Background: an optimization exercise with open tools, aiming at small area. Do not read the settings as production practice. Where RTL was checked, it was by simulation tests only, not by an equivalence proof against the original. The RTL of run 3 was laid out without a check of its function. No activity file was given, so power comes from the tool's default toggle rates.

File: flow/run.sh
#!/bin/bash
# synth_recipe.tcl (not shown) runs the flow's synth.tcl, then flattens the netlist and writes it again
# the make line also repeats each setting of config.mk as NAME=value (left out here)
make -C /OpenROAD-flow-scripts/flow DESIGN_CONFIG=/design/flow/config.mk WORK_HOME=/design/flow/orfs CLKGATE_MAP_FILE= SYNTH_SCRIPT=/design/flow/synth_recipe.tcl finish
File: flow/config.mk
export PLATFORM = sky130hd
export DESIGN_NAME = gm_curve_mc
export DESIGN_NICKNAME = gm_curve_mc
export VERILOG_FILES = /design/flow/design.v
export SDC_FILE = /design/flow/constraint.sdc
export NUM_CORES = 4
export LEC_CHECK = 0
export CAP_MARGIN = 20
export CORE_MARGIN = 2
export CORE_UTILIZATION = 60
export CTS_BUF_LIST = sky130_fd_sc_hd__clkbuf_8
export CTS_CLUSTER_DIAMETER = 60
export CTS_CLUSTER_SIZE = 20
export GPL_TIMING_DRIVEN = 0
export SLEW_MARGIN = 20
export SYNTH_HIERARCHICAL = 1
File: flow/constraint.sdc
create_clock -name core_clock -period 10.0 [get_ports {pclk}]
set_input_delay 2.0000 -clock core_clock [delete_from_list [all_inputs] [get_ports {pclk}]]
set_output_delay 2.0000 -clock core_clock [all_outputs]
set_load 0.01 [all_outputs]
File: flow/design.v
module gm_curve_mc #(
    parameter int  CH_NUM   = 3,
    parameter int  DATI_SZ  = 10,
    parameter int  DATO_SZ  = 10,
    parameter int  SEG_BITS = 4,
    localparam int CHW      = (CH_NUM > 1) ? $clog2(CH_NUM) : 1
) (
    input  logic                      pclk,
    input  logic                      prst,
    input  logic [CH_NUM*DATI_SZ-1:0] px_i,
    input  logic                      px_vld_i,
    input  logic                      frm_str,
    input  logic                      gm_en,
    input  logic [4:0]                gm_str,
    input  logic                      tbl_we,
    input  logic [CHW-1:0]            tbl_ch,
    input  logic [SEG_BITS:0]         tbl_addr,
    input  logic [DATO_SZ-1:0]        tbl_wdat,
    input  logic                      tbl_upd,
    output logic                      tbl_upd_pend,
    output logic [CH_NUM*DATO_SZ-1:0] px_o,
    output logic                      px_vld_o
);
    localparam int NSEG = 1 << SEG_BITS;
    localparam int NE   = NSEG / 2 + 1;          
    localparam int NO   = NSEG / 2;              
    localparam int DXW  = DATI_SZ - SEG_BITS;    
    localparam logic [SEG_BITS:0] ADDR_MAX = (SEG_BITS+1)'(NSEG);
    localparam logic [CHW:0]      CH_LIM   = (CHW+1)'(CH_NUM);
    function automatic logic [DATO_SZ-1:0] ident_knot(input integer k);
        integer v;
        v = (k << DATO_SZ) >> SEG_BITS;
        if (v > ((1 << DATO_SZ) - 1))
            v = (1 << DATO_SZ) - 1;
        ident_knot = v[DATO_SZ-1:0];
    endfunction
    logic       r_upd_pend;
    logic       r_act_id;       
    logic [3:0] r_sl;           
    logic       r_s16;          
    logic       w_swap;
    logic       w_wr_ok;
    logic [4:0] w_str;
    assign w_swap  = frm_str & (r_upd_pend | tbl_upd);
    assign w_wr_ok = tbl_we && (tbl_addr <= ADDR_MAX) && ({1'b0, tbl_ch} < CH_LIM);
    assign w_str = !gm_en ? 5'd0 : (gm_str > 5'd16) ? 5'd16 : gm_str;
    always_ff @(posedge pclk) begin
        if (prst) begin
            r_upd_pend <= 1'b0;
            r_act_id   <= 1'b1;
            r_sl       <= 4'd0;
            r_s16      <= 1'b0;
        end else begin
            if (w_swap)
                r_upd_pend <= 1'b0;
            else if (tbl_upd)
                r_upd_pend <= 1'b1;
            if (w_swap)
                r_act_id <= 1'b0;
            if (frm_str) begin
                r_sl  <= w_str[4] ? 4'hf : w_str[3:0];
                r_s16 <= w_str[4];
            end
        end
    end
    assign tbl_upd_pend = r_upd_pend;
    logic [3:0] r_s1_sl;        
    logic       r_s1_s16;
    logic       r_s1_vld;
    logic [DATO_SZ-1:0] w_wd0, w_wd1;
    assign w_wd0 = tbl_wdat & {DATO_SZ{~prst}};
    assign w_wd1 = tbl_wdat | {DATO_SZ{prst}};
    logic w_ld_act;
    assign w_ld_act = w_swap & ~prst;
    for (genvar c = 0; c < CH_NUM; c++) begin : g_ch
        logic [NE*DATO_SZ-1:0] r_act_e;
        logic [NO*DATO_SZ-1:0] r_act_o;
        for (genvar k = 0; k <= NSEG; k++) begin : g_tk
            localparam logic [DATO_SZ-1:0] ID = ident_knot(k);
            logic               w_sel;
            logic [DATO_SZ-1:0] w_d;
            logic [DATO_SZ-1:0] r_sh;
            assign w_sel = prst | (w_wr_ok && ({1'b0, tbl_ch} == (CHW+1)'(c))
                                          && (tbl_addr == (SEG_BITS+1)'(k)));
            assign w_d   = (w_wd1 & ID) | (w_wd0 & ~ID);
            always_ff @(posedge pclk) begin
                if (w_sel)
                    r_sh <= w_d;
            end
            if (k % 2 == 0) begin : g_e
                always_ff @(posedge pclk) begin
                    if (w_ld_act)
                        r_act_e[(k/2)*DATO_SZ +: DATO_SZ] <= r_sh;
                end
            end else begin : g_o
                always_ff @(posedge pclk) begin
                    if (w_ld_act)
                        r_act_o[(k/2)*DATO_SZ +: DATO_SZ] <= r_sh;
                end
            end
        end
        logic [DATI_SZ-1:0]    w_x;
        logic [SEG_BITS-1:0]   w_k;
        logic [DXW-1:0]        w_dx;
        logic [SEG_BITS-2:0]   w_jo;      
        logic [SEG_BITS-1:0]   w_je;      
        logic [DATO_SZ-1:0]    w_o, w_e, w_oi, w_ei;
        assign w_x  = px_i[c*DATI_SZ +: DATI_SZ];
        assign w_k  = w_x[DATI_SZ-1 -: SEG_BITS];
        assign w_dx = w_x[DXW-1:0];
        assign w_jo = w_k[SEG_BITS-1:1];
        assign w_je = {1'b0, w_jo} + {{(SEG_BITS-1){1'b0}}, w_k[0]};
        logic [NO:0] w_hot_o;
        logic [NE:0] w_hot_e;
        assign w_oi = ident_knot(2 * int'(w_jo) + 1);
        assign w_ei = ident_knot(2 * int'(w_je));
        for (genvar i = 0; i < NO; i++) begin : g_ho
            assign w_hot_o[i] = ~r_act_id & (w_jo == (SEG_BITS-1)'(i));
        end
        for (genvar i = 0; i < NE; i++) begin : g_he
            assign w_hot_e[i] = ~r_act_id & (w_je == SEG_BITS'(i));
        end
        assign w_hot_o[NO] = r_act_id;
        assign w_hot_e[NE] = r_act_id;
        gm_curve_mc_aosel #(.N(NO+1), .W(DATO_SZ)) u_sel_o (
            .d({w_oi, r_act_o}), .sel(w_hot_o), .y(w_o));
        gm_curve_mc_aosel #(.N(NE+1), .W(DATO_SZ)) u_sel_e (
            .d({w_ei, r_act_e}), .sel(w_hot_e), .y(w_e));
        logic [DXW-1:0]     w_sel;
        logic [DATO_SZ-1:0] w_nm0, w_nm1, w_nm2, w_nm3, w_nm4, w_nm5, w_ny0;
        logic [DATO_SZ-1:0] w_ncrv;
        assign w_sel = w_dx ^ {DXW{w_k[0]}};
        assign w_nm0 = ~(w_sel[0] ? w_o : w_e);
        assign w_nm1 = ~(w_sel[1] ? w_o : w_e);
        assign w_nm2 = ~(w_sel[2] ? w_o : w_e);
        assign w_nm3 = ~(w_sel[3] ? w_o : w_e);
        assign w_nm4 = ~(w_sel[4] ? w_o : w_e);
        assign w_nm5 = ~(w_sel[5] ? w_o : w_e);
        assign w_ny0 = ~(w_k[0] ? w_o : w_e);
        logic a_s0, a_c1, a_s2, a_c3, a_s4, a_c5, a_s6, a_c7, a_s8, a_c9, a_s10, a_c11, a_s12, a_c13, a_s14, a_c15, a_s16, a_c17, a_s18, a_c19, a_s20, a_c21, a_s22, a_c23, a_s24, a_c25, a_s26, a_c27, a_s28, a_c29, a_s30, a_c31, a_s32, a_c33, a_s34, a_c35, a_s36, a_c37, a_s38, a_c39, a_s40, a_c41, a_s42, a_c43, a_s44, a_c45, a_s46, a_c47, a_s48, a_c49, a_s50, a_c51, a_s52, a_c53, a_s54, a_c55, a_s56, a_c57, a_s58, a_c59, a_s60, a_c61, a_s62, a_c63, a_s64, a_c65, a_s66, a_c67, a_s68, a_c69, a_s70, a_c71, a_s72, a_c73, a_s74, a_c75, a_s76, a_c77, a_s78, a_c79, a_s80, a_c81, a_s82, a_c83, a_s84, a_c85, a_s86, a_c87, a_s88, a_c89, a_s90, a_c91, a_s92, a_c93, a_s94, a_c95, a_s96, a_c97, a_s98, a_c99, a_s100, a_c101, a_s102, a_c103, a_s104, a_c105, a_s106, a_c107, a_s108, a_c109, a_s110, a_c111, a_s112, a_c113, a_s114, a_c115, a_s116, a_c117, a_s118, a_c119;
        assign a_s0 = ~(w_nm0[0] ^ w_ny0[0]);
        assign a_c1 = w_nm0[0] | w_ny0[0];
        gm_curve_mc_fa u_a_s2 (.a(w_nm0[1]), .b(w_nm1[0]), .c(w_ny0[1]), .s(a_s2), .co(a_c3));
        assign a_s4 = ~(a_c1 ^ a_s2);
        assign a_c5 = a_c1 | a_s2;
        gm_curve_mc_fa u_a_s6 (.a(w_nm0[2]), .b(w_nm1[1]), .c(w_nm2[0]), .s(a_s6), .co(a_c7));
        gm_curve_mc_fa u_a_s8 (.a(w_ny0[2]), .b(a_c3), .c(a_s6), .s(a_s8), .co(a_c9));
        assign a_s10 = ~(a_c5 ^ a_s8);
        assign a_c11 = a_c5 | a_s8;
        gm_curve_mc_fa u_a_s12 (.a(w_nm0[3]), .b(w_nm1[2]), .c(w_nm2[1]), .s(a_s12), .co(a_c13));
        gm_curve_mc_fa u_a_s14 (.a(w_nm3[0]), .b(w_ny0[3]), .c(a_c7), .s(a_s14), .co(a_c15));
        gm_curve_mc_fa u_a_s16 (.a(a_s12), .b(a_c9), .c(a_s14), .s(a_s16), .co(a_c17));
        assign a_s18 = ~(a_c11 ^ a_s16);
        assign a_c19 = a_c11 | a_s16;
        gm_curve_mc_fa u_a_s20 (.a(w_nm0[4]), .b(w_nm1[3]), .c(w_nm2[2]), .s(a_s20), .co(a_c21));
        gm_curve_mc_fa u_a_s22 (.a(w_nm3[1]), .b(w_nm4[0]), .c(w_ny0[4]), .s(a_s22), .co(a_c23));
        gm_curve_mc_fa u_a_s24 (.a(a_c13), .b(a_s20), .c(a_s22), .s(a_s24), .co(a_c25));
        gm_curve_mc_fa u_a_s26 (.a(a_c15), .b(a_s24), .c(a_c17), .s(a_s26), .co(a_c27));
        assign a_s28 = ~(a_c19 ^ a_s26);
        assign a_c29 = a_c19 | a_s26;
        assign a_s30 = w_nm0[5] ^ w_nm1[4];
        assign a_c31 = w_nm0[5] & w_nm1[4];
        gm_curve_mc_fa u_a_s32 (.a(w_nm2[3]), .b(w_nm3[2]), .c(w_nm4[1]), .s(a_s32), .co(a_c33));
        gm_curve_mc_fa u_a_s34 (.a(w_nm5[0]), .b(w_ny0[5]), .c(a_c21), .s(a_s34), .co(a_c35));
        gm_curve_mc_fa u_a_s36 (.a(a_c23), .b(a_s30), .c(a_s32), .s(a_s36), .co(a_c37));
        gm_curve_mc_fa u_a_s38 (.a(a_c25), .b(a_s34), .c(a_s36), .s(a_s38), .co(a_c39));
        gm_curve_mc_fa u_a_s40 (.a(a_s38), .b(a_c27), .c(a_c29), .s(a_s40), .co(a_c41));
        gm_curve_mc_fa u_a_s42 (.a(w_nm0[6]), .b(w_nm1[5]), .c(w_nm2[4]), .s(a_s42), .co(a_c43));
        gm_curve_mc_fa u_a_s44 (.a(w_nm3[3]), .b(w_nm4[2]), .c(w_nm5[1]), .s(a_s44), .co(a_c45));
        gm_curve_mc_fa u_a_s46 (.a(w_ny0[6]), .b(a_c31), .c(a_c33), .s(a_s46), .co(a_c47));
        gm_curve_mc_fa u_a_s48 (.a(a_s42), .b(a_s44), .c(a_c35), .s(a_s48), .co(a_c49));
        gm_curve_mc_fa u_a_s50 (.a(a_c37), .b(a_s46), .c(a_s48), .s(a_s50), .co(a_c51));
        gm_curve_mc_fa u_a_s52 (.a(a_c39), .b(a_s50), .c(a_c41), .s(a_s52), .co(a_c53));
        gm_curve_mc_fa u_a_s54 (.a(w_nm0[7]), .b(w_nm1[6]), .c(w_nm2[5]), .s(a_s54), .co(a_c55));
        gm_curve_mc_fa u_a_s56 (.a(w_nm3[4]), .b(w_nm4[3]), .c(w_nm5[2]), .s(a_s56), .co(a_c57));
        gm_curve_mc_fa u_a_s58 (.a(w_ny0[7]), .b(a_c43), .c(a_c45), .s(a_s58), .co(a_c59));
        gm_curve_mc_fa u_a_s60 (.a(a_s54), .b(a_s56), .c(a_c47), .s(a_s60), .co(a_c61));
        gm_curve_mc_fa u_a_s62 (.a(a_s58), .b(a_c49), .c(a_s60), .s(a_s62), .co(a_c63));
        gm_curve_mc_fa u_a_s64 (.a(a_c51), .b(a_s62), .c(a_c53), .s(a_s64), .co(a_c65));
        gm_curve_mc_fa u_a_s66 (.a(w_nm0[8]), .b(w_nm1[7]), .c(w_nm2[6]), .s(a_s66), .co(a_c67));
        gm_curve_mc_fa u_a_s68 (.a(w_nm3[5]), .b(w_nm4[4]), .c(w_nm5[3]), .s(a_s68), .co(a_c69));
        gm_curve_mc_fa u_a_s70 (.a(w_ny0[8]), .b(a_c55), .c(a_c57), .s(a_s70), .co(a_c71));
        gm_curve_mc_fa u_a_s72 (.a(a_s66), .b(a_s68), .c(a_c59), .s(a_s72), .co(a_c73));
        gm_curve_mc_fa u_a_s74 (.a(a_s70), .b(a_c61), .c(a_s72), .s(a_s74), .co(a_c75));
        gm_curve_mc_fa u_a_s76 (.a(a_c63), .b(a_s74), .c(a_c65), .s(a_s76), .co(a_c77));
        gm_curve_mc_fa u_a_s78 (.a(w_nm0[9]), .b(w_nm1[8]), .c(w_nm2[7]), .s(a_s78), .co(a_c79));
        gm_curve_mc_fa u_a_s80 (.a(w_nm3[6]), .b(w_nm4[5]), .c(w_nm5[4]), .s(a_s80), .co(a_c81));
        gm_curve_mc_fa u_a_s82 (.a(w_ny0[9]), .b(a_c67), .c(a_c69), .s(a_s82), .co(a_c83));
        gm_curve_mc_fa u_a_s84 (.a(a_s78), .b(a_s80), .c(a_c71), .s(a_s84), .co(a_c85));
        gm_curve_mc_fa u_a_s86 (.a(a_s82), .b(a_c73), .c(a_s84), .s(a_s86), .co(a_c87));
        gm_curve_mc_fa u_a_s88 (.a(a_c75), .b(a_s86), .c(a_c77), .s(a_s88), .co(a_c89));
        gm_curve_mc_fa u_a_s90 (.a(w_nm1[9]), .b(w_nm2[8]), .c(w_nm3[7]), .s(a_s90), .co(a_c91));
        gm_curve_mc_fa u_a_s92 (.a(w_nm4[6]), .b(w_nm5[5]), .c(a_c79), .s(a_s92), .co(a_c93));
        gm_curve_mc_fa u_a_s94 (.a(a_c81), .b(a_s90), .c(a_c83), .s(a_s94), .co(a_c95));
        gm_curve_mc_fa u_a_s96 (.a(a_s92), .b(a_c85), .c(a_s94), .s(a_s96), .co(a_c97));
        gm_curve_mc_fa u_a_s98 (.a(a_c87), .b(a_s96), .c(a_c89), .s(a_s98), .co(a_c99));
        gm_curve_mc_fa u_a_s100 (.a(w_nm2[9]), .b(w_nm3[8]), .c(w_nm4[7]), .s(a_s100), .co(a_c101));
        gm_curve_mc_fa u_a_s102 (.a(w_nm5[6]), .b(a_c91), .c(a_s100), .s(a_s102), .co(a_c103));
        gm_curve_mc_fa u_a_s104 (.a(a_c93), .b(a_s102), .c(a_c95), .s(a_s104), .co(a_c105));
        gm_curve_mc_fa u_a_s106 (.a(a_c97), .b(a_s104), .c(a_c99), .s(a_s106), .co(a_c107));
        gm_curve_mc_fa u_a_s108 (.a(w_nm3[9]), .b(w_nm4[8]), .c(w_nm5[7]), .s(a_s108), .co(a_c109));
        gm_curve_mc_fa u_a_s110 (.a(a_c101), .b(a_s108), .c(a_c103), .s(a_s110), .co(a_c111));
        gm_curve_mc_fa u_a_s112 (.a(a_s110), .b(a_c105), .c(a_c107), .s(a_s112), .co(a_c113));
        gm_curve_mc_fa u_a_s114 (.a(w_nm4[9]), .b(w_nm5[8]), .c(a_c109), .s(a_s114), .co(a_c115));
        gm_curve_mc_fa u_a_s116 (.a(a_s114), .b(a_c111), .c(a_c113), .s(a_s116), .co(a_c117));
        gm_curve_mc_fa u_a_s118 (.a(w_nm5[9]), .b(a_c115), .c(a_c117), .s(a_s118), .co(a_c119));
        assign w_ncrv = {a_c119, a_s118, a_s116, a_s112, a_s106, a_s98, a_s88, a_s76, a_s64, a_s52};
        logic [DATO_SZ-1:0]    r_ncrv;
        logic [DATI_SZ-1:0]    r_nx;
        always_ff @(posedge pclk) begin
            r_ncrv <= w_ncrv;
            r_nx   <= ~w_x;
        end
        logic [DATO_SZ-1:0] w_r0, w_r1, w_r2, w_r3, w_r4, w_out;
        assign w_r0 = ~(r_s1_sl[0] ? r_ncrv : r_nx);
        assign w_r1 = ~(r_s1_sl[1] ? r_ncrv : r_nx);
        assign w_r2 = ~(r_s1_sl[2] ? r_ncrv : r_nx);
        assign w_r3 = ~(r_s1_sl[3] ? r_ncrv : r_nx);
        assign w_r4 = ~(r_s1_s16   ? r_ncrv : r_nx);
        logic b_s0, b_c1, b_s2, b_c3, b_s4, b_c5, b_s6, b_c7, b_s8, b_c9, b_s10, b_c11, b_s12, b_c13, b_s14, b_c15, b_s16, b_c17, b_s18, b_c19, b_s20, b_c21, b_s22, b_c23, b_s24, b_c25, b_s26, b_c27, b_s28, b_c29, b_s30, b_c31, b_s32, b_c33, b_s34, b_c35, b_s36, b_c37, b_s38, b_c39, b_s40, b_c41, b_s42, b_c43, b_s44, b_c45, b_s46, b_c47, b_s48, b_c49, b_s50, b_c51, b_s52, b_c53, b_s54, b_c55, b_s56, b_c57, b_s58, b_c59, b_s60, b_c61, b_s62, b_c63, b_s64, b_c65, b_s66, b_c67, b_s68, b_c69, b_s70, b_c71, b_s72, b_c73, b_s74, b_c75, b_s76, b_c77, b_s78, b_c79;
        assign b_s0 = w_r0[0] ^ w_r4[0];
        assign b_c1 = w_r0[0] & w_r4[0];
        gm_curve_mc_fa u_b_s2 (.a(w_r0[1]), .b(w_r1[0]), .c(w_r4[1]), .s(b_s2), .co(b_c3));
        assign b_s4 = b_c1 ^ b_s2;
        assign b_c5 = b_c1 & b_s2;
        gm_curve_mc_fa u_b_s6 (.a(w_r0[2]), .b(w_r1[1]), .c(w_r2[0]), .s(b_s6), .co(b_c7));
        gm_curve_mc_fa u_b_s8 (.a(w_r4[2]), .b(b_c3), .c(b_s6), .s(b_s8), .co(b_c9));
        assign b_s10 = b_c5 ^ b_s8;
        assign b_c11 = b_c5 & b_s8;
        assign b_s12 = ~(w_r0[3] ^ w_r1[2]);
        assign b_c13 = w_r0[3] | w_r1[2];
        gm_curve_mc_fa u_b_s14 (.a(w_r2[1]), .b(w_r3[0]), .c(w_r4[3]), .s(b_s14), .co(b_c15));
        gm_curve_mc_fa u_b_s16 (.a(b_c7), .b(b_s12), .c(b_s14), .s(b_s16), .co(b_c17));
        gm_curve_mc_fa u_b_s18 (.a(b_c9), .b(b_s16), .c(b_c11), .s(b_s18), .co(b_c19));
        gm_curve_mc_fa u_b_s20 (.a(w_r0[4]), .b(w_r1[3]), .c(w_r2[2]), .s(b_s20), .co(b_c21));
        gm_curve_mc_fa u_b_s22 (.a(w_r3[1]), .b(w_r4[4]), .c(b_c13), .s(b_s22), .co(b_c23));
        gm_curve_mc_fa u_b_s24 (.a(b_c15), .b(b_s20), .c(b_c17), .s(b_s24), .co(b_c25));
        gm_curve_mc_fa u_b_s26 (.a(b_s22), .b(b_s24), .c(b_c19), .s(b_s26), .co(b_c27));
        gm_curve_mc_fa u_b_s28 (.a(w_r0[5]), .b(w_r1[4]), .c(w_r2[3]), .s(b_s28), .co(b_c29));
        gm_curve_mc_fa u_b_s30 (.a(w_r3[2]), .b(w_r4[5]), .c(b_c21), .s(b_s30), .co(b_c31));
        gm_curve_mc_fa u_b_s32 (.a(b_s28), .b(b_c23), .c(b_s30), .s(b_s32), .co(b_c33));
        gm_curve_mc_fa u_b_s34 (.a(b_c25), .b(b_s32), .c(b_c27), .s(b_s34), .co(b_c35));
        gm_curve_mc_fa u_b_s36 (.a(w_r0[6]), .b(w_r1[5]), .c(w_r2[4]), .s(b_s36), .co(b_c37));
        gm_curve_mc_fa u_b_s38 (.a(w_r3[3]), .b(w_r4[6]), .c(b_c29), .s(b_s38), .co(b_c39));
        gm_curve_mc_fa u_b_s40 (.a(b_s36), .b(b_c31), .c(b_s38), .s(b_s40), .co(b_c41));
        gm_curve_mc_fa u_b_s42 (.a(b_c33), .b(b_s40), .c(b_c35), .s(b_s42), .co(b_c43));
        gm_curve_mc_fa u_b_s44 (.a(w_r0[7]), .b(w_r1[6]), .c(w_r2[5]), .s(b_s44), .co(b_c45));
        gm_curve_mc_fa u_b_s46 (.a(w_r3[4]), .b(w_r4[7]), .c(b_c37), .s(b_s46), .co(b_c47));
        gm_curve_mc_fa u_b_s48 (.a(b_s44), .b(b_c39), .c(b_s46), .s(b_s48), .co(b_c49));
        gm_curve_mc_fa u_b_s50 (.a(b_c41), .b(b_s48), .c(b_c43), .s(b_s50), .co(b_c51));
        gm_curve_mc_fa u_b_s52 (.a(w_r0[8]), .b(w_r1[7]), .c(w_r2[6]), .s(b_s52), .co(b_c53));
        gm_curve_mc_fa u_b_s54 (.a(w_r3[5]), .b(w_r4[8]), .c(b_c45), .s(b_s54), .co(b_c55));
        gm_curve_mc_fa u_b_s56 (.a(b_s52), .b(b_c47), .c(b_s54), .s(b_s56), .co(b_c57));
        gm_curve_mc_fa u_b_s58 (.a(b_c49), .b(b_s56), .c(b_c51), .s(b_s58), .co(b_c59));
        gm_curve_mc_fa u_b_s60 (.a(w_r0[9]), .b(w_r1[8]), .c(w_r2[7]), .s(b_s60), .co(b_c61));
        gm_curve_mc_fa u_b_s62 (.a(w_r3[6]), .b(w_r4[9]), .c(b_c53), .s(b_s62), .co(b_c63));
        gm_curve_mc_fa u_b_s64 (.a(b_s60), .b(b_c55), .c(b_s62), .s(b_s64), .co(b_c65));
        gm_curve_mc_fa u_b_s66 (.a(b_c57), .b(b_s64), .c(b_c59), .s(b_s66), .co(b_c67));
        gm_curve_mc_fa u_b_s68 (.a(w_r1[9]), .b(w_r2[8]), .c(w_r3[7]), .s(b_s68), .co(b_c69));
        gm_curve_mc_fa u_b_s70 (.a(b_c61), .b(b_s68), .c(b_c63), .s(b_s70), .co(b_c71));
        gm_curve_mc_fa u_b_s72 (.a(b_c65), .b(b_s70), .c(b_c67), .s(b_s72), .co(b_c73));
        gm_curve_mc_fa u_b_s74 (.a(w_r2[9]), .b(w_r3[8]), .c(b_c69), .s(b_s74), .co(b_c75));
        gm_curve_mc_fa u_b_s76 (.a(b_s74), .b(b_c71), .c(b_c73), .s(b_s76), .co(b_c77));
        gm_curve_mc_fa u_b_s78 (.a(w_r3[9]), .b(b_c75), .c(b_c77), .s(b_s78), .co(b_c79));
        assign w_out = {b_c79, b_s78, b_s76, b_s72, b_s66, b_s58, b_s50, b_s42, b_s34, b_s26};
        assign px_o[c*DATO_SZ +: DATO_SZ] = w_out;
    end
    always_ff @(posedge pclk) begin
        r_s1_sl  <= r_sl;
        r_s1_s16 <= r_s16;
        if (prst)
            r_s1_vld <= 1'b0;
        else
            r_s1_vld <= px_vld_i;
    end
    assign px_vld_o = r_s1_vld;
endmodule
module gm_curve_mc_fa (
    input  logic a,
    input  logic b,
    input  logic c,
    output logic s,
    output logic co
);
    assign s  = a ^ b ^ c;
    assign co = (a & b) | (a & c) | (b & c);
endmodule
module gm_curve_mc_aosel #(
    parameter int N = 2,
    parameter int W = 1
) (
    input  logic [N*W-1:0] d,
    input  logic [N-1:0]   sel,
    output logic [W-1:0]   y
);
    always_comb begin
        y = '0;
        for (int i = 0; i < N; i++)
            y = y | (d[i*W +: W] & {W{sel[i]}});
    end
endmodule
==> impl_metrics.csv, run 1 <==
group,metric,value,unit
status,outcome,"complete, no violations",
sta,fmaxAchievable,0.1016,GHz
routing,avgRoutedWirePerCell,27.54,um
finish,fin_area,52250,sq um
floorplanning,dieArea,80640,sq um
yosys,syn-mean-instance-area,18.87,sq um
critical_path,critical_path.endpoint_type,"flip-flop",
sta,layout_setup_ws,161.0,ps
routing,drt_drc_violations_left,0,
routing,drt-vias-per-instance,6.121,
clock_tree,ctsRootBufferMaster,"sky130_fd_sc_hd__clkbuf_8",
floorplanning,die_w,284.0,um
place,dpl.hpwl,73210,um
global_route,grt_overflow_total,0,
finish,drive_above_1_share,16.36,%
routing,final_antenna_net_count,0,
clock_tree,clock_tree.htree_level_count,3,
critical_path,worst_path_most_repeated_cell,"sky130_fd_sc_hd__fa_1",
floorplanning,ios,91,
place,dp_slack,-1735,ps
critical_path,critical_path.startpoint_type,"primary input",
finish,nets,3084,
sta,timing.final.hold_violations,0,
sta,transition_time_of_the_tightest_slew_check_pin,1029,ps
yosys,synth_xor_area_share,1.054,%
power_and_ir_drop,power.density_cell_area,241.7,nW/um^2
clock_tree,cts_buffers,77,
global_route,grt_start_max_net_pins,32,
finish,syn_to_final_growth,11.09,%
yosys,synthAdderAreaFrac,11.81,%
finish,layout.cells.most_common_list,"1020 x sky130_fd_sc_hd__edfxtp_1, 342 x sky130_fd_sc_hd__mux2i_1, 269 x sky130_fd_sc_hd__fa_1, 120 x sky130_fd_sc_hd__a22oi_1, 78 x sky130_fd_sc_hd__clkbuf_8",
yosys,synth-compound-area-share,6.723,%
yosys,mappedNetlistArea,47030,sq um
power_and_ir_drop,power_leakage,0.01793,uW
routing,dr_total_vias,23460,
routing,detailedRoute.firstIterationViolations,2411,
critical_path,crit_path_max_incr_delay,610,ps
sta,min_period_over_period,98.39,%
place,place.gp.congestion,0.8865,
critical_path,required_time_at_the_endpoint_of_the_critical_path,10640,ps
yosys,synthSimpleGateAreaFrac,2.538,%
sta,setup-violations-final,0,
flow_run,drv.max_cap_violation_count,0,
global_route,antenna_found_initial,13,
yosys,synth.lib_cells_used.distinct,42,
yosys,flops_latches_synth,1093,
floorplanning,core_area,77470,sq um
sta,final-max-slew-violation-count,0,
floorplanning,floorplan.die.height,284.0,um
clock_tree,clock_tree.buffer_depth,3,
sta,final.min_clock_period,9839,ps
routing,wirelength,105600,um
clock_tree,cts.sink_count,1093,
finish,final_core_utilization,67.44,%
global_route,grt_pass1_vias,24450,
sta,timing.slew.headroom,31.26,%
yosys,synth_cells,2492,
critical_path,critPathSlowestCell,"sky130_fd_sc_hd__fa_2",
critical_path,worstPathArrival,10480,ps
critical_path,path_max_fanout,10,
clock_tree,clk_pin_slew,100,ps
worst_hold_path,timing.hold.worst.class,"reg -> reg",
finish,layout_commonest_cell,"sky130_fd_sc_hd__edfxtp_1",
floorplanning,placement_rows,102,
clock_tree,clock_latency,750,ps
clock_tree,tritoncts,"done",
place,dpl_cell_area,50160,sq um
yosys,synth_top_family_by_area,"adder cells",
floorplanning,floorplan.initialDensity,60.71,%
yosys,count_of_synthesis_stage_warnings_from_yosys,9,
sta,finClkSkew,53.81,ps
power_and_ir_drop,vdd.ir_drop.worst,0.0002083,V
routing,drt_pre_antenna_iters,6,
global_route,gr-usage-all-layers,26.45,%
critical_path,worst-setup-path-type,"in -> reg",
yosys,synth_mux_area_share,7.550,%
yosys,yosysSeqAreaShare,68.24,%
global_route,grt_first_pass_wirelength,155500,um
place,numPortBuffers,88,
==> sequential cells by signal, summed over array words and instances, names as in the netlist <==
| signal | count |
|---|---|
| g_ch.g_tk.r_sh | 510 |
| g_ch.r_act_e | 270 |
| g_ch.r_act_o | 240 |
| g_ch.r_ncrv | 30 |
| g_ch.r_nx | 30 |
| r_s1_sl | 4 |
| r_sl | 4 |
| r_act_id | 1 |
| r_s16 | 1 |
| r_s1_s16 | 1 |
| r_s1_vld | 1 |
| r_upd_pend | 1 |
==> synthesized netlist by cell type <==
master / instances / area (sq um)
sky130_fd_sc_hd__nand3b_1: 3 / 22.52
sky130_fd_sc_hd__a22oi_1: 120 / 900.9
sky130_fd_sc_hd__buf_12: 3 / 60.06
sky130_fd_sc_hd__nor2b_1: 14 / 87.58
sky130_fd_sc_hd__edfxtp_1: 1020 / 30630
sky130_fd_sc_hd__o21ai_0: 7 / 35.03
sky130_fd_sc_hd__conb_1: 2 / 7.510
sky130_fd_sc_hd__or3b_2: 3 / 26.28
sky130_fd_sc_hd__o21a_1: 3 / 22.52
sky130_fd_sc_hd__or2_2: 14 / 87.58
sky130_fd_sc_hd__clkbuf_2: 6 / 30.03
sky130_fd_sc_hd__ha_1: 12 / 150.1
sky130_fd_sc_hd__dfxtp_1: 73 / 1461
sky130_fd_sc_hd__buf_1: 6 / 22.52
sky130_fd_sc_hd__nand3_1: 34 / 170.2
sky130_fd_sc_hd__nor3_1: 18 / 90.09
sky130_fd_sc_hd__clkbuf_1: 30 / 112.6
sky130_fd_sc_hd__and3_1: 4 / 25.02
sky130_fd_sc_hd__o22ai_1: 3 / 18.77
sky130_fd_sc_hd__nand2_1: 29 / 108.9
sky130_fd_sc_hd__nand2b_1: 13 / 81.33
sky130_fd_sc_hd__and4b_1: 3 / 30.03
sky130_fd_sc_hd__mux2i_1: 348 / 3483
sky130_fd_sc_hd__o21bai_1: 16 / 120.1
sky130_fd_sc_hd__fa_1: 270 / 5405
sky130_fd_sc_hd__a22o_1: 60 / 525.5
sky130_fd_sc_hd__nor2_1: 42 / 157.7
sky130_fd_sc_hd__mux2_2: 6 / 67.56
sky130_fd_sc_hd__inv_1: 40 / 150.1
sky130_fd_sc_hd__xor2_4: 18 / 495.5
sky130_fd_sc_hd__a222oi_1: 30 / 300.3
sky130_fd_sc_hd__buf_2: 37 / 185.2
sky130_fd_sc_hd__nand4_1: 31 / 193.9
sky130_fd_sc_hd__a21o_1: 36 / 270.3
sky130_fd_sc_hd__a21oi_1: 9 / 45.04
sky130_fd_sc_hd__nor4_1: 12 / 75.07
sky130_fd_sc_hd__buf_4: 37 / 277.8
sky130_fd_sc_hd__a221oi_2: 60 / 900.9
sky130_fd_sc_hd__buf_6: 12 / 135.1
sky130_fd_sc_hd__nor4_2: 1 / 12.51
sky130_fd_sc_hd__and2_1: 4 / 25.02
sky130_fd_sc_hd__a21boi_0: 3 / 22.52
==> report_power, final <==
| part | total (uW) | switching (uW) | internal [uW] |
|---|---|---|---|
| Sequential | 5600 | 165 | 5430 |
| Clock | 2340 | 1470 | 867 |
| Combinational | 4690 | 2370 | 2320 |
==> area by class of cell <==
class                      instances  area (sq um)
antenna                            5         12.51
buffer                           130         900.9
clock buffer                      77          1060
clock inverter                    47         506.7
fill                            5206         25220
inverter                          40         153.9
multi-input combinational       1247         14370
sequential                      1093         32090
tap                             1040          1301
timing repair buffer             154          1848
==> per-module statistics from Yosys, one instance, submodules excluded, a selection <==
| module | cells inside | times used |
|---|---|---|
| gm_curve_mc | 1835 | 1 |
| gm_curve_mc_fa | 1 | 270 |
==> per-stage QoR <==
step	power, uW	TNS, ps	hold WS (ps)	std cells
after floorplan	8454	-125500	330.6	2511
after global placement	10270	-1745110	336.1	3639
after detailed placement	10390	-17630	340.5	3671
after CTS	12710	0	351.8	3822
after global routing	13420	-26.89	358.8	3833
final	12630	0	350.9	3833
==> layer usage <==
layer  global-route usage, %  wire, um  up-vias
met5                       0         0        -
met4                   9.815      3326        0
met3                   3.641      7021      166
met2                   43.07     51600      850
met1                   36.96     43630    12280
li1                        -         -    10170
==> worst max-delay path, delay by kind of cell <==
family / cells / cell delay, ps
muxes: 1 / 90
adders and majority gates: 16 / 6570
buffers and inverters: 3 / 590
and+or+nand+nor: 5 / 1130
AOI/OAI and AO/OA: 1 / 80
==> cell families after synthesis <==
kind of cell    after synthesis
fa+ha+maj                   282
simple gates                225
xor+xnor                     18
mux                         354
flops                      1093
buf+inv                     171
compound gates              347
other cells                   2
==> path summary, 6_finish.rpt <==
kind | from | endpoint | slack (ps) | depth (start not counted)
worst min register to register | r_sl[2] | r_s1_sl[2] | 350 | 0
worst min-delay path | r_sl[2] | r_s1_sl[2] | 350 | 0
worst max-delay path | px_i[27] | g_ch[2].r_ncrv[8] | 160 | 26
worst max register to register | r_act_id | g_ch[2].r_ncrv[8] | 310 | 24
==> timing repair <==
| action | 4_1_cts | 5_1_grt |
|---|---|---|
| setup buffers | 28 | 4 |
| hold buffers | 0 | 0 |
| cloned | 0 | 0 |
| pin swaps | 15 | 4 |
| gates resized for setup | 50 | 74 |
| setup endpoints to repair | 16 | 8 |
==> run 2: changes to the inputs <==
--- a/flow/config.mk
+++ b/flow/config.mk
@@ -8,9 +8,8 @@
 export CAP_MARGIN = 20
 export CORE_MARGIN = 2
 export CORE_UTILIZATION = 60
-export CTS_BUF_LIST = sky130_fd_sc_hd__clkbuf_8
-export CTS_CLUSTER_DIAMETER = 60
-export CTS_CLUSTER_SIZE = 20
+export CTS_CLUSTER_DIAMETER = 100
+export CTS_CLUSTER_SIZE = 30
 export GPL_TIMING_DRIVEN = 0
 export SLEW_MARGIN = 20
 export SYNTH_HIERARCHICAL = 1
==> run 2 against run 1 <==
Still clean. Synthesized area unchanged. Synthesized cell count stayed put. First-iteration DRC count decreased by 14%. Sequential share of layout area shrank 0.082 points. Wire length shrank 0.74%. Worst setup slack improved by 10 ps. Worst hold slack improved by 6.5 ps. Non-clock buffer count increased by 6. Sequential cell count did not move. Final area up 0.13%. Highest routed layer unchanged.
==> impl_metrics.csv, run 2 <==
group,metric,value,unit
status,outcome,"complete, no violations",
yosys,synth.most_common_cell,"sky130_fd_sc_hd__edfxtp_1",
global_route,antenna_found_initial,9,
place,place.gp.congestion,0.8865,
routing,detailedRoute.firstIterationViolations,2071,
power_and_ir_drop,power_switching,3891,uW
clock_tree,clk_pin_slew,100,ps
finish,multi_input_area,14440,sq um
critical_path,worstPathArrival,10390,ps
critical_path,required_time_at_the_endpoint_of_the_critical_path,10560,ps
sta,min_period_over_period,98.29,%
sta,final-max-slew-violation-count,0,
yosys,yosysSeqAreaShare,68.24,%
finish,layout_commonest_cell,"sky130_fd_sc_hd__edfxtp_1",
finish,layout.cells.most_common_list,"1020 x sky130_fd_sc_hd__edfxtp_1, 341 x sky130_fd_sc_hd__mux2i_1, 269 x sky130_fd_sc_hd__fa_1, 119 x sky130_fd_sc_hd__a22oi_1, 78 x sky130_fd_sc_hd__buf_4",
clock_tree,cts_buffers,47,
finish,fill_cells,5175,
worst_hold_path,timing.hold.worst.class,"reg -> reg",
floorplanning,ios,91,
place,dpl.hpwl,73210,um
flow_run,drv.max_cap_violation_count,0,
sta,tns,0,ps
clock_tree,cts.sink_count,1093,
power_and_ir_drop,pwr-share-seq,44.4,%
power_and_ir_drop,power_report.internal_total,8715,uW
floorplanning,floorplan.initialDensity,60.71,%
clock_tree,clock_latency,650,ps
floorplanning,floorplan.die.height,284.0,um
global_route,grt_overflow_total,0,
yosys,synth_area_leaders,"sky130_fd_sc_hd__edfxtp_1 65%, sky130_fd_sc_hd__fa_1 11%, sky130_fd_sc_hd__mux2i_1 7.4%",
power_and_ir_drop,power_frac_clock,18.5,%
place,numPortBuffers,88,
finish,largest-register,"g_ch.g_tk.r_sh",
sta,final.min_clock_period,9829,ps
clock_tree,clock_tree.buffer_depth,3,
routing,drt-vias-per-instance,6.172,
routing,dr_total_vias,23390,
global_route,grt_pass1_vias,24100,
finish,syn_to_final_growth,11.24,%
critical_path,path_max_fanout,7,
routing,avgRoutedWirePerCell,27.65,um
routing,drt_pre_antenna_iters,9,
yosys,synth.lib_cells_used.distinct,42,
yosys,yosys.area.top_type,"sky130_fd_sc_hd__edfxtp_1",
yosys,proportion_of_netlist_area_held_by_the_largest_area_contributor,65.13,%
place,post-place-cells,3671,
power_and_ir_drop,power.density_cell_area,241.0,nW/um^2
finish,final_cells,3790,
clock_tree,tritoncts,"done",
floorplanning,dieArea,80640,sq um
critical_path,critical_path.endpoint_type,"flip-flop",
sta,fmaxAchievable,0.1017,GHz
clock_tree,ctsRootBufferMaster,"sky130_fd_sc_hd__clkbuf_16",
routing,wirelength,104800,um
yosys,synth_edf_count,1020,
yosys,syn-mean-instance-area,18.87,sq um
power_and_ir_drop,power_leakage,0.01787,uW
finish,reg_top3,"g_ch.g_tk.r_sh x510, g_ch.r_act_e x270, g_ch.r_act_o x240",
sta,finClkSkew,54.50,ps
finish,nets,3060,
global_route,grt_first_pass_wirelength,154500,um
yosys,synth-main-ff-cell,"sky130_fd_sc_hd__edfxtp_1",
yosys,postSynth.asyncResetShare,0,%
sta,timing.slew.headroom,25.13,%
yosys,flops_latches_synth,1093,
finish,drive_above_1_share,15.19,%
power_and_ir_drop,vdd.ir_drop.worst,0.0001983,V
yosys,synth_cells,2492,
finish,largest_reg_flops,510,
power_and_ir_drop,combPwrFrac,37.0,%
sta,setup-violations-final,0,
critical_path,worst-setup-path-type,"in -> reg",
clock_tree,clock_tree.htree_level_count,2,
yosys,netlist_top_cells_count,"1020 x sky130_fd_sc_hd__edfxtp_1, 348 x sky130_fd_sc_hd__mux2i_1, 270 x sky130_fd_sc_hd__fa_1",
floorplanning,core_area,77470,sq um
sta,timing.final.hold_violations,0,
global_route,grt_start_max_net_pins,32,
critical_path,critical_path.startpoint_type,"primary input",
global_route,gr-usage-all-layers,26.13,%
routing,drt_drc_violations_left,0,
finish,layout.area.seq,32090,sq um
sta,transition_time_of_the_tightest_slew_check_pin,1121,ps
yosys,mappedNetlistArea,47030,sq um
yosys,count_of_synthesis_stage_warnings_from_yosys,9,
floorplanning,placement_rows,102,
power_and_ir_drop,power.switching_fraction,30.87,%
routing,final_antenna_net_count,0,
floorplanning,die_w,284.0,um
==> run 2: per-module statistics from Yosys, one instance, submodules excluded, excerpt <==
module / flip-flops and latches / cells inside
gm_curve_mc_fa: 0 / 1
gm_curve_mc: 1093 / 1835
==> run 2: power groups by stage <==
stage	Combinational [uW]	Sequential [uW]	Clock, uW
2_1_floorplan	2790	5660	0
3_3_place_gp	4550	5720	0
3_5_place_dp	4680	5710	0
4_1_cts	4720	5600	2400
5_1_grt	5220	5640	2550
6_report	4670	5600	2340
==> run 2: logic make-up after synthesis <==
kind of cell	after synthesis	synth area share [%]
AO/OA/AOI/OAI	347	6.723
XOR/XNOR	18	1.054
adder cells (fa/ha/maj)	282	11.81
buffers and inverters	171	2.070
flip-flops	1093	68.24
multiplexers	354	7.550
other	2	0.01597
AND/OR/NAND/NOR	225	2.538
==> run 2: critical path, cell delays in order <==
cell                       delay [ps]
sky130_fd_sc_hd__clkbuf_4         200
sky130_fd_sc_hd__ha_4             180
sky130_fd_sc_hd__ha_4             170
sky130_fd_sc_hd__a21boi_0         300
sky130_fd_sc_hd__a21oi_2          140
sky130_fd_sc_hd__nor4_1           220
sky130_fd_sc_hd__clkbuf_4         280
sky130_fd_sc_hd__a221oi_4          90
sky130_fd_sc_hd__nand4_1          150
sky130_fd_sc_hd__buf_4            170
sky130_fd_sc_hd__mux2i_1           90
sky130_fd_sc_hd__fa_1             490
sky130_fd_sc_hd__fa_1             430
sky130_fd_sc_hd__fa_1             420
sky130_fd_sc_hd__fa_1             450
sky130_fd_sc_hd__nor4_1           190
sky130_fd_sc_hd__nand2_1          130
sky130_fd_sc_hd__fa_1             420
sky130_fd_sc_hd__fa_1             410
sky130_fd_sc_hd__fa_1             440
sky130_fd_sc_hd__fa_1             400
sky130_fd_sc_hd__fa_1             400
sky130_fd_sc_hd__fa_1             410
sky130_fd_sc_hd__fa_1             390
sky130_fd_sc_hd__fa_1             400
sky130_fd_sc_hd__fa_1             400
sky130_fd_sc_hd__fa_2             600
==> run 2: area by class of cell <==
type	count	area share, %
sequential	1093	61.34
multi-input combinational	1247	27.60
timing repair buffer	160	3.611
tap	1040	2.487
clock buffer	63	2.382
buffer	130	1.734
clock inverter	13	0.5142
inverter	40	0.3061
antenna	4	0.01913
==> run 2: repair_timing <==
| item | 4_1_cts | 5_1_grt |
|---|---|---|
| endpoints found under the setup margin | 17 | 8 |
| pin swaps | 15 | 5 |
| buffers inserted | 34 | 5 |
| hold buffers | 0 | 0 |
| resized for setup | 73 | 68 |
==> run 2: layer usage <==
metal / up-vias / wire length (um) / global-route usage, %
met4: 0 / 2653 / 7.103
met1: 12260 / 43730 / 37.03
met5: - / 0 / 0
met2: 877 / 51540 / 43.34
li1: 10120 / - / -
met3: 132 / 6883 / 3.416
==> run 2: stage by stage <==
step	hold slack [ps]	util (%)	worst slack [ps]	power (uW)	area [sq um]
finish	357.4	67.53	171.2	12610	52320
global route	367.9	67.53	-6.482	13410	52310
CTS	361.3	67.24	0.2078	12720	52090
detailed placement	340.5	64.75	-1735	10390	50160
global placement	336.1	63.65	-3443	10270	49310
floorplan	330.6	-	-246.0	8454	47130
==> run 2: path summary, 6_finish.rpt <==
check           start                end  slack, ps  cells past startpoint
max reg2reg  r_act_id  g_ch[2].r_ncrv[8]        310                     24
min reg2reg   r_sl[0]         r_s1_sl[0]        360                      0
min           r_sl[0]         r_s1_sl[0]        360                      0
max          px_i[27]  g_ch[2].r_ncrv[8]        170                     27
==> run 3: changes to the inputs <==
--- a/flow/design.v
+++ b/flow/design.v
@@ -110,7 +110,8 @@
         assign w_dx = w_x[DXW-1:0];
         assign w_jo = w_k[SEG_BITS-1:1];
         assign w_je = {1'b0, w_jo} + {{(SEG_BITS-1){1'b0}}, w_k[0]};
-        logic [NO:0] w_hot_o;
+        logic [NO-1:0] w_hot_o;
+        logic [DATO_SZ-1:0] w_ot;
         logic [NE:0] w_hot_e;
         assign w_oi = ident_knot(2 * int'(w_jo) + 1);
         assign w_ei = ident_knot(2 * int'(w_je));
@@ -120,10 +121,10 @@
         for (genvar i = 0; i < NE; i++) begin : g_he
             assign w_hot_e[i] = ~r_act_id & (w_je == SEG_BITS'(i));
         end
-        assign w_hot_o[NO] = r_act_id;
         assign w_hot_e[NE] = r_act_id;
-        gm_curve_mc_aosel #(.N(NO+1), .W(DATO_SZ)) u_sel_o (
-            .d({w_oi, r_act_o}), .sel(w_hot_o), .y(w_o));
+        gm_curve_mc_aosel #(.N(NO), .W(DATO_SZ)) u_sel_o (
+            .d(r_act_o), .sel(w_hot_o), .y(w_ot));
+        assign w_o = w_ot | (w_oi & {DATO_SZ{r_act_id}});
         gm_curve_mc_aosel #(.N(NE+1), .W(DATO_SZ)) u_sel_e (
             .d({w_ei, r_act_e}), .sel(w_hot_e), .y(w_e));
         logic [DXW-1:0]     w_sel;
==> flow/flow/run.sh (new file) <==
#!/bin/bash
# Layout flow: the standard layout (standard.sh) with the standard
# synthesis unchanged. One setting differs after synthesis: the port buffers
# are sky130_fd_sc_hd__buf_2 cells (every input and output still gets its own
# buffer, as in the standard flow).
# Each step's full output goes to a log file in this folder; ORFS's own
# per-step logs stay under orfs/logs/.
set -euo pipefail
cd "$(dirname "$0")/.."
bash standard.sh synth > synth.log 2>&1
bash standard.sh "BUFFER_PORTS_ARGS=-buffer_cell sky130_fd_sc_hd__buf_2" \
    finish > layout.log 2>&1
==> flow/standard.sh (new file) <==
#!/bin/bash
# synth_recipe.tcl (not shown) runs the flow's synth.tcl, then flattens the netlist and writes it again
# the make line also repeats each setting of config.mk as NAME=value (left out here)
make -C /OpenROAD-flow-scripts/flow DESIGN_CONFIG=/design/flow/config.mk WORK_HOME=/design/flow/orfs CLKGATE_MAP_FILE= SYNTH_SCRIPT=/design/flow/synth_recipe.tcl "${@:-finish}"
removed: flow/run.sh
==> run 3 against run 2 <==
Still clean on timing, DRC and antenna. Final area fell by 1.6%. Register-to-register slack improved by 140 ps. Worst setup slack improved by 35 ps. Critical path type unchanged. Highest routed layer is now met5.
==> impl_metrics.csv, run 3 <==
group,metric,value,unit
sta,final.min_clock_period,9794,ps
routing,dr_total_vias,23630,
critical_path,required_time_at_the_endpoint_of_the_critical_path,10550,ps
sta,grt_setup_unrepaired,"yes",
routing,drt-vias-per-instance,6.095,
worst_hold_path,hold_path_depth,0,
clock_tree,cts.sink_count,1093,
yosys,yosysSeqAreaShare,68.26,%
yosys,proportion_of_netlist_area_held_by_the_largest_area_contributor,65.15,%
floorplanning,floorplan.initialDensity,60.69,%
finish,syn_to_final_growth,9.459,%
floorplanning,placement_rows,102,
global_route,grt_start_max_net_pins,32,
finish,nets,3150,
sta,timing.final.hold_violations,0,
clock_tree,tritoncts,"done",
clock_tree,clock_latency,650,ps
critical_path,worst-setup-path-type,"in -> reg",
global_route,grt_overflow_total,0,
power_and_ir_drop,power_leakage,0.01736,uW
routing,detailedRoute.firstIterationViolations,2189,
finish,fin_area,51460,sq um
floorplanning,dieArea,80610,sq um
finish,reg_top3,"g_ch.g_tk.r_sh x510, g_ch.r_act_e x270, g_ch.r_act_o x240",
global_route,grt_pass1_vias,24210,
finish,layout_commonest_cell,"sky130_fd_sc_hd__edfxtp_1",
critical_path,rr_startpoint,"r_act_id",
floorplanning,core_area,77470,sq um
critical_path,worstPathArrival,10350,ps
clock_tree,clk_pin_slew,100,ps
worst_hold_path,timing.hold.worst.class,"reg -> reg",
floorplanning,die_w,283.9,um
critical_path,critical_path.endpoint_type,"flip-flop",
floorplanning,floorplan.die.height,283.9,um
yosys,synth_edf_count,1020,
routing,drt_drc_violations_left,0,
yosys,synth_cells,2604,
power_and_ir_drop,power.density_cell_area,223.8,nW/um^2
sta,transition_time_of_the_tightest_slew_check_pin,1041,ps
yosys,synth.lib_cells_used.distinct,41,
sta,tns,0,ps
yosys,flops_latches_synth,1093,
finish,drive_above_1_share,16.47,%
critical_path,worstSetupStartpoint,"px_i[26]",
power_and_ir_drop,vdd.ir_drop.worst,0.0001720,V
place,numPortBuffers,85,
floorplanning,ios,91,
clock_tree,clock_tree.buffer_depth,3,
finish,final_core_utilization,66.43,%
sta,fmaxAchievable,0.1021,GHz
global_route,gr-usage-all-layers,26.12,%
yosys,postSynth.asyncResetShare,0,%
yosys,netlist_top_cells_count,"1020 x sky130_fd_sc_hd__edfxtp_1, 270 x sky130_fd_sc_hd__fa_1, 264 x sky130_fd_sc_hd__mux2i_1",
sta,holdWs,359.1,ps
routing,drt_pre_antenna_iters,6,
sta,finClkSkew,31.72,ps
sta,min_period_over_period,97.94,%
place,place.gp.congestion,0.8442,
routing,avgRoutedWirePerCell,26.94,um
routing,wirelength,104400,um
routing,final_antenna_net_count,0,
finish,largest_reg_flops,510,
finish,largest-register,"g_ch.g_tk.r_sh",
place,dpl.hpwl,73740,um
critical_path,worstRegToRegCells,26,
place,dpl_cell_area,49620,sq um
yosys,synth_area_leaders,"sky130_fd_sc_hd__edfxtp_1 65%, sky130_fd_sc_hd__fa_1 11%, sky130_fd_sc_hd__mux2i_1 5.6%",
critical_path,critical_path.startpoint_type,"primary input",
clock_tree,cts_buffers,45,
flow_run,drv.max_cap_violation_count,0,
worst_hold_path,min-delay-start,"r_sl[0]",
clock_tree,ctsRootBufferMaster,"sky130_fd_sc_hd__clkbuf_16",
yosys,syn-mean-instance-area,18.05,sq um
critical_path,path_max_fanout,7,
clock_tree,cts.hold.buffers_added,0,
yosys,mappedNetlistArea,47010,sq um
finish,layout.cells.most_common_list,"1020 x sky130_fd_sc_hd__edfxtp_1, 267 x sky130_fd_sc_hd__fa_1, 259 x sky130_fd_sc_hd__mux2i_1, 210 x sky130_fd_sc_hd__a22oi_1, 116 x sky130_fd_sc_hd__buf_2",
yosys,synth-main-ff-cell,"sky130_fd_sc_hd__edfxtp_1",
yosys,yosys.area.top_type,"sky130_fd_sc_hd__edfxtp_1",
clock_tree,clock_tree.htree_level_count,2,
status,outcome,"complete, no violations",
sta,timing.slew.headroom,30.63,%
sta,final-max-slew-violation-count,0,
global_route,antenna_found_initial,6,
yosys,count_of_synthesis_stage_warnings_from_yosys,9,
sta,setup-violations-final,0,
global_route,grt_first_pass_wirelength,154900,um
yosys,synth.most_common_cell,"sky130_fd_sc_hd__edfxtp_1",
==> run 3: changes by cell type after synthesis, sizes merged, moves of 29 or more <==
cell    before  now
a22oi      120  210
mux2i      348  264
nand2       29  104
o21ai        7   82
a221oi      60   30
a222oi      30    0
a22o        60   30
nand3       34    4
nand4       31   61
buf         95  124
==> run 3: per-stage QoR <==
step	power, uW	setup WS (ps)	cells
3_3_place_gp	9305	-3068	3729
3_5_place_dp	9397	-1127	3762
5_1_grt	12180	-34.43	3873
6_report	11520	206.3	3876
2_1_floorplan	8083	-267.3	2604
4_1_cts	11580	3.372	3857
==> run 3: area by class of cell <==
class,instances,area (sq um)
Multi-Input combinational cell,1321,13870
Inverter,40,153.9
Tap cell,1040,1301
Buffer,150,1204
Sequential cell,1093,32090
Antenna cell,6,15.01
Clock buffer,59,1200
Clock inverter,9,151.4
Timing Repair Buffer,158,1475
Fill cell,5306,26010
==> run 3: where the power goes <==
| group | leakage, uW | internal (uW) | total (uW) | switching, uW |
|---|---|---|---|---|
| Combinational | 0.00644 | 1750 | 3720 | 1970 |
| Sequential | 0.0103 | 5420 | 5580 | 165 |
| Clock | 0.000646 | 884 | 2220 | 1330 |
| Total | 0.0174 | 8050 | 11500 | 3470 |
==> run 3: cell families (layout without fill, tap and decap cells) <==
logic type	Yosys count	after routing	share of synthesized area, %
AO/OA/AOI/OAI	439	439	6.986
XOR/XNOR	18	18	1.054
adder cells (fa/ha/maj)	282	282	11.82
buffers and inverters	190	416	2.805
flip-flops	1093	1093	68.26
multiplexers	270	270	5.765
other	0	6	0
AND/OR/NAND/NOR	312	312	3.313
==> run 3: worst paths after layout <==
kind / end / slack (ps)
hold / removal: r_s1_sl[0] / 360
setup reg to reg: g_ch[2].r_ncrv[8] / 450
hold reg to reg: r_s1_sl[0] / 360
setup / recovery: g_ch[2].r_ncrv[8] / 210
==> run 3: critical path: stages <==
cell and delay (ps):
sky130_fd_sc_hd__buf_2 160, sky130_fd_sc_hd__ha_2 230, sky130_fd_sc_hd__ha_4 180, sky130_fd_sc_hd__mux2i_4 270
sky130_fd_sc_hd__nor4_1 80, sky130_fd_sc_hd__clkbuf_8 220, sky130_fd_sc_hd__a22o_1 230, sky130_fd_sc_hd__a221oi_2 290
sky130_fd_sc_hd__nand4_1 130, sky130_fd_sc_hd__buf_4 180, sky130_fd_sc_hd__mux2i_1 170, sky130_fd_sc_hd__fa_1 490
sky130_fd_sc_hd__fa_2 360, sky130_fd_sc_hd__fa_1 420, sky130_fd_sc_hd__fa_1 460, sky130_fd_sc_hd__nor4_2 140
sky130_fd_sc_hd__nand2_1 100, sky130_fd_sc_hd__fa_1 410, sky130_fd_sc_hd__fa_1 410, sky130_fd_sc_hd__fa_1 400
sky130_fd_sc_hd__fa_1 390, sky130_fd_sc_hd__fa_1 400, sky130_fd_sc_hd__fa_1 390, sky130_fd_sc_hd__fa_1 390
sky130_fd_sc_hd__fa_1 390, sky130_fd_sc_hd__fa_1 400, sky130_fd_sc_hd__fa_2 630
==> run 3: metal layers <==
layer / global-route usage, % / part of all wire (%)
met5: 0 / 0.013
met4: 7.791 / 2.7
met3: 3.095 / 6.0
met2: 43.12 / 49
met1: 37.14 / 42
==> run 3: timing repair <==
| item | 4_1_cts | 5_1_grt |
|---|---|---|
| pin swaps | 12 | 7 |
| endpoints found under the hold margin | 0 | 0 |
| gates resized for setup | 6 | 49 |
| setup buffers | 27 | 12 |
| endpoints found under the setup margin | 7 | 7 |
==> run 3: Yosys stat by module (local to each module, per instance), excerpt <==
module          cells inside  copies in the design  flops+latches
gm_curve_mc             1950                     1           1093
gm_curve_mc_fa             1                   270              0
==> run 4: changes to the inputs <==
--- a/flow/design.v
+++ b/flow/design.v
@@ -110,8 +110,7 @@
         assign w_dx = w_x[DXW-1:0];
         assign w_jo = w_k[SEG_BITS-1:1];
         assign w_je = {1'b0, w_jo} + {{(SEG_BITS-1){1'b0}}, w_k[0]};
-        logic [NO-1:0] w_hot_o;
-        logic [DATO_SZ-1:0] w_ot;
+        logic [NO:0] w_hot_o;
         logic [NE:0] w_hot_e;
         assign w_oi = ident_knot(2 * int'(w_jo) + 1);
         assign w_ei = ident_knot(2 * int'(w_je));
@@ -121,16 +120,18 @@
         for (genvar i = 0; i < NE; i++) begin : g_he
             assign w_hot_e[i] = ~r_act_id & (w_je == SEG_BITS'(i));
         end
+        assign w_hot_o[NO] = r_act_id;
         assign w_hot_e[NE] = r_act_id;
-        gm_curve_mc_aosel #(.N(NO), .W(DATO_SZ)) u_sel_o (
-            .d(r_act_o), .sel(w_hot_o), .y(w_ot));
-        assign w_o = w_ot | (w_oi & {DATO_SZ{r_act_id}});
+        gm_curve_mc_aosel #(.N(NO+1), .W(DATO_SZ)) u_sel_o (
+            .d({w_oi, r_act_o}), .sel(w_hot_o), .y(w_o));
         gm_curve_mc_aosel #(.N(NE+1), .W(DATO_SZ)) u_sel_e (
             .d({w_ei, r_act_e}), .sel(w_hot_e), .y(w_e));
         logic [DXW-1:0]     w_sel;
         logic [DATO_SZ-1:0] w_nm0, w_nm1, w_nm2, w_nm3, w_nm4, w_nm5, w_ny0;
         logic [DATO_SZ-1:0] w_ncrv;
-        assign w_sel = w_dx ^ {DXW{w_k[0]}};
+        for (genvar i = 0; i < DXW; i++) begin : g_sel
+            gm_curve_mc_xor2 u (.a(w_dx[i]), .b(w_k[0]), .y(w_sel[i]));
+        end
         assign w_nm0 = ~(w_sel[0] ? w_o : w_e);
         assign w_nm1 = ~(w_sel[1] ? w_o : w_e);
         assign w_nm2 = ~(w_sel[2] ? w_o : w_e);
@@ -294,9 +295,43 @@
     input  logic [N-1:0]   sel,
     output logic [W-1:0]   y
 );
-    always_comb begin
-        y = '0;
-        for (int i = 0; i < N; i++)
-            y = y | (d[i*W +: W] & {W{sel[i]}});
+    localparam int NG = (N + 2) / 3;             
+    for (genvar b = 0; b < W; b++) begin : g_b
+        logic [NG-1:0] w_g;                      
+        for (genvar g = 0; g < NG; g++) begin : g_g
+            if (N - 3*g >= 3) begin : g3
+                gm_curve_mc_aoi3 u (
+                    .a0(d[(3*g)*W + b]),   .b0(sel[3*g]),
+                    .a1(d[(3*g+1)*W + b]), .b1(sel[3*g+1]),
+                    .a2(d[(3*g+2)*W + b]), .b2(sel[3*g+2]),
+                    .y(w_g[g]));
+            end else if (N - 3*g == 2) begin : g2
+                gm_curve_mc_aoi2 u (
+                    .a0(d[(3*g)*W + b]),   .b0(sel[3*g]),
+                    .a1(d[(3*g+1)*W + b]), .b1(sel[3*g+1]),
+                    .y(w_g[g]));
+            end else begin : g1
+                assign w_g[g] = ~(d[(3*g)*W + b] & sel[3*g]);
+            end
+        end
+        assign y[b] = ~&w_g;
     end
 endmodule
+module gm_curve_mc_aoi3 (
+    input  logic a0, b0, a1, b1, a2, b2,
+    output logic y
+);
+    assign y = ~((a0 & b0) | (a1 & b1) | (a2 & b2));
+endmodule
+module gm_curve_mc_aoi2 (
+    input  logic a0, b0, a1, b1,
+    output logic y
+);
+    assign y = ~((a0 & b0) | (a1 & b1));
+endmodule
+module gm_curve_mc_xor2 (
+    input  logic a, b,
+    output logic y
+);
+    assign y = a ^ b;
+endmodule
==> flow/run.sh (new file) <==
#!/bin/bash
# synth_recipe.tcl (not shown) runs the flow's synth.tcl, then flattens the netlist and writes it again
# the make line also repeats each setting of config.mk as NAME=value (left out here)
make -C /OpenROAD-flow-scripts/flow DESIGN_CONFIG=/design/flow/config.mk WORK_HOME=/design/flow/orfs CLKGATE_MAP_FILE= SYNTH_SCRIPT=/design/flow/synth_recipe.tcl finish
removed: flow/flow/run.sh
removed: flow/standard.sh
==> run 4 against run 3 <==
Still clean on timing, DRC and antenna. Register-to-register slack better by 30 ps. Sequential power about the same. Final cell count decreased by 6.0%. Synthesized area fell by 2.8%.
==> impl_metrics.csv, run 4 <==
group,metric,value,unit
status,outcome,"complete, no violations",
worst_hold_path,timing.hold.worst.class,"reg -> reg",
clock_tree,cts.hold.buffers_added,0,
yosys,yosysSeqAreaShare,70.20,%
finish,syn_to_final_growth,12.08,%
routing,drt-vias-per-instance,6.311,
critical_path,crit_path_max_incr_delay,490,ps
floorplanning,core_area,75700,sq um
global_route,antenna_found_initial,1,
yosys,count_of_synthesis_stage_warnings_from_yosys,7,
floorplanning,die_w,280.0,um
global_route,grt_overflow_total,0,
sta,timing.slew.headroom,32.60,%
clock_tree,clock_latency,620,ps
routing,detailedRoute.firstIterationViolations,2847,
clock_tree,clk_pin_slew,100,ps
place,numPortBuffers,88,
global_route,grt_first_pass_wirelength,147000,um
critical_path,critical_path.endpoint_type,"flip-flop",
finish,nets,2987,
critical_path,required_time_at_the_endpoint_of_the_critical_path,10490,ps
yosys,yosys.area.top_type,"sky130_fd_sc_hd__edfxtp_1",
clock_tree,cts.sink_count,1093,
sta,setup-violations-final,0,
power_and_ir_drop,power.density_cell_area,233.0,nW/um^2
power_and_ir_drop,power.switching_fraction,28.75,%
clock_tree,cts_buffers,44,
sta,final-max-slew-violation-count,0,
power_and_ir_drop,pwr-share-seq,46.9,%
finish,drive_above_1_share,14.44,%
global_route,gr-usage-all-layers,25.50,%
sta,grt_setup_unrepaired,"no",
critical_path,worst-setup-path-type,"in -> reg",
critical_path,worstPathArrival,10360,ps
routing,drt_pre_antenna_iters,10,
floorplanning,placement_rows,101,
finish,insertedDiodeCount,0,
clock_tree,clock_tree.buffer_depth,3,
floorplanning,floorplan.initialDensity,60.39,%
yosys,synth.lib_cells_used.distinct,42,
power_and_ir_drop,power_frac_clock,18.1,%
critical_path,worstPathBufferInverterCount,3,
place,place.gp.congestion,0.8785,
global_route,grt_pass1_vias,23710,
sta,holdWs,361.3,ps
yosys,mappedNetlistArea,45710,sq um
global_route,grt_start_max_net_pins,32,
critical_path,critical_path.startpoint_type,"primary input",
power_and_ir_drop,power_report.internal_total,8505,uW
finish,largest_reg_flops,510,
sta,final.min_clock_period,9870,ps
finish,fill_cells,4964,
critical_path,cp_cell_sequence,"clkdlybuf4s18_2 -> clkinvlp_4 -> buf_4 -> nand2_1 -> nor3_4 -> a222oi_1 -> nand3_1 -> mux2i_1 -> fa_1 -> fa_2 -> fa_1 -> fa_1 -> or4_1 -> a21o_1 -> fa_1 -> fa_2 -> fa_2 -> fa_1 -> fa_2 -> fa_2 -> fa_1 -> fa_1 -> fa_1 -> fa_1",
floorplanning,ios,91,
sta,transition_time_of_the_tightest_slew_check_pin,1009,ps
place,dpl.hpwl,68500,um
routing,dr_total_vias,23010,
yosys,syn-mean-instance-area,19.12,sq um
critical_path,path_max_fanout,10,
yosys,synth_cells,2391,
sta,min_period_over_period,98.70,%
yosys,synth.most_common_cell,"sky130_fd_sc_hd__edfxtp_1",
routing,drt_drc_violations_left,0,
clock_tree,clock_tree.htree_level_count,2,
routing,final_antenna_net_count,0,
yosys,netlist_top_cells_count,"1020 x sky130_fd_sc_hd__edfxtp_1, 345 x sky130_fd_sc_hd__mux2i_1, 270 x sky130_fd_sc_hd__fa_1",
routing,avgRoutedWirePerCell,27.24,um
critical_path,timing.critical_path.max_delay_family,"adder cells",
floorplanning,dieArea,78410,sq um
yosys,proportion_of_netlist_area_held_by_the_largest_area_contributor,67.00,%
clock_tree,tritoncts,"done",
## run 4: changes by cell type in the layout (fill, tap and decap cells not counted), moves of 21 or more
cell / delta
sky130_fd_sc_hd__buf_6: -27
sky130_fd_sc_hd__mux2i_1: +77
sky130_fd_sc_hd__buf_2: -76
sky130_fd_sc_hd__nand4_1: -30
sky130_fd_sc_hd__nor2_1: -29
sky130_fd_sc_hd__conb_1: +21
sky130_fd_sc_hd__o21ai_0: -79
sky130_fd_sc_hd__a22oi_1: -210
sky130_fd_sc_hd__a222oi_1: +180
sky130_fd_sc_hd__a22o_1: -30
sky130_fd_sc_hd__a221oi_2: -30
sky130_fd_sc_hd__nand2_1: -53
sky130_fd_sc_hd__nand3_1: +30
sky130_fd_sc_hd__clkdlybuf4s50_1: +76
## run 4: power groups by stage
| stage | Combinational [uW] | Sequential, uW | Clock (uW) |
|---|---|---|---|
| after floorplan | 2750 | 5660 | 0 |
| final | 4190 | 5600 | 2160 |
| after detailed placement | 4160 | 5700 | 0 |
| after global routing | 4750 | 5630 | 2340 |
| after global placement | 4050 | 5720 | 0 |
| after CTS | 4220 | 5590 | 2220 |
## run 4: final timing paths
path	cells after the start	endpoint	slack [ps]	from
max reg2reg	22	g_ch[1].r_ncrv[8]	480	r_act_id
max	24	g_ch[1].r_ncrv[8]	130	px_i[19]
min reg2reg	0	r_s1_s16	360	r_s16
min	0	r_s1_s16	360	r_s16
## run 4: per-module statistics from Yosys (local to each module, per instance), a selection
module / flops+latches / cells inside
gm_curve_mc: 1093 / 1830
gm_curve_mc_fa: 0 / 1
gm_curve_mc_aoi3: 0 / 1
gm_curve_mc_xor2: 0 / 1
## run 4: layout make-up
class | count | area [sq um] | share of cell area, %
clock inverters | 9 | 137.6 | 0.2686
well taps | 978 | 1224 | 2.388
flip-flops and latches | 1093 | 32090 | 62.63
clock buffers | 58 | 1154 | 2.251
plain buffers | 90 | 571.8 | 1.116
repair buffers | 191 | 2185 | 4.264
inverters | 40 | 161.4 | 0.3150
multi-input cells | 1186 | 13710 | 26.76
## run 4: cell families after synthesis
group,Yosys count,synth area share [%]
other,2,0.01643
AND/OR/NAND/NOR,255,2.890
flip-flops,1093,70.20
AO/OA/AOI/OAI,259,5.173
multiplexers,351,7.702
adder cells (fa/ha/maj),282,12.15
XOR/XNOR,18,0.3449
buffers and inverters,131,1.522
## run 4: per-stage QoR
stage | utilization, % | cells | TNS [ps] | setup slack (ps) | instance area (sq um)
after global placement | 63.37 | 3476 | -1712280 | -3387 | 47970
after floorplan | - | 2410 | -125500 | -246.0 | 45860
after detailed placement | 64.65 | 3515 | -31660 | -2434 | 48940
after global routing | 67.69 | 3645 | 0 | 0.6857 | 51240
after CTS | 67.46 | 3639 | 0 | 5.523 | 51070
final | 67.69 | 3645 | 0 | 130.4 | 51240
## run 4: repair_timing
action / 4_1_cts / 5_1_grt
gates resized for setup: 147 / 38
setup endpoints to repair: 18 / 9
setup buffers: 57 / 7
pin swaps: 41 / 16
## run 4: routing by layer
metal | track usage (%) | up-vias | routed length (um)
li1 | - | 9971 | -
met1 | 37.62 | 12020 | 41310
met2 | 41.96 | 905 | 48310
met3 | 2.840 | 107 | 7865
met4 | 5.279 | 0 | 1822
met5 | 0 | - | 0

[separate check: timing with driven ports]
The flow's constraints put no driver on any port. The routed layouts listed below were extracted and timed again, unchanged, in two steps.
Step 1 assumes that a clkbuf_16 drives the clock port and a buf_2 every other input.
Step 2 moves the port delays by t, midway between the first and last clock arrival at a register: inputs arrive t later, outputs are due t later. That takes back most of the time a late clock gives input paths.
a / b / c = no drivers / after step 1 / after step 2; a / b = the first two.
run | shift t [ns] | slack for setup (ns) | hold WS [ns] | cell pins on the clock port's net
run 1 | 0.789 | 0.161 / 0.187 / -0.589 | 0.351 / 0.351 / 0.351 | 1
run 2 | 0.691 | 0.171 / 0.185 / -0.506 | 0.357 / 0.357 / 0.357 | 1
run 3 | 0.701 | 0.206 / 0.200 / -0.501 | 0.359 / 0.359 / 0.359 | 1
run 4 | 0.672 | 0.130 / 0.167 / -0.506 | 0.361 / 0.361 / 0.361 | 1
Met with ideal ports but missed after step 2: setup timing in every run listed. The setup slack of run 1, which loses most, moves by +0.026 ns with the drivers and by -0.750 ns with both steps.
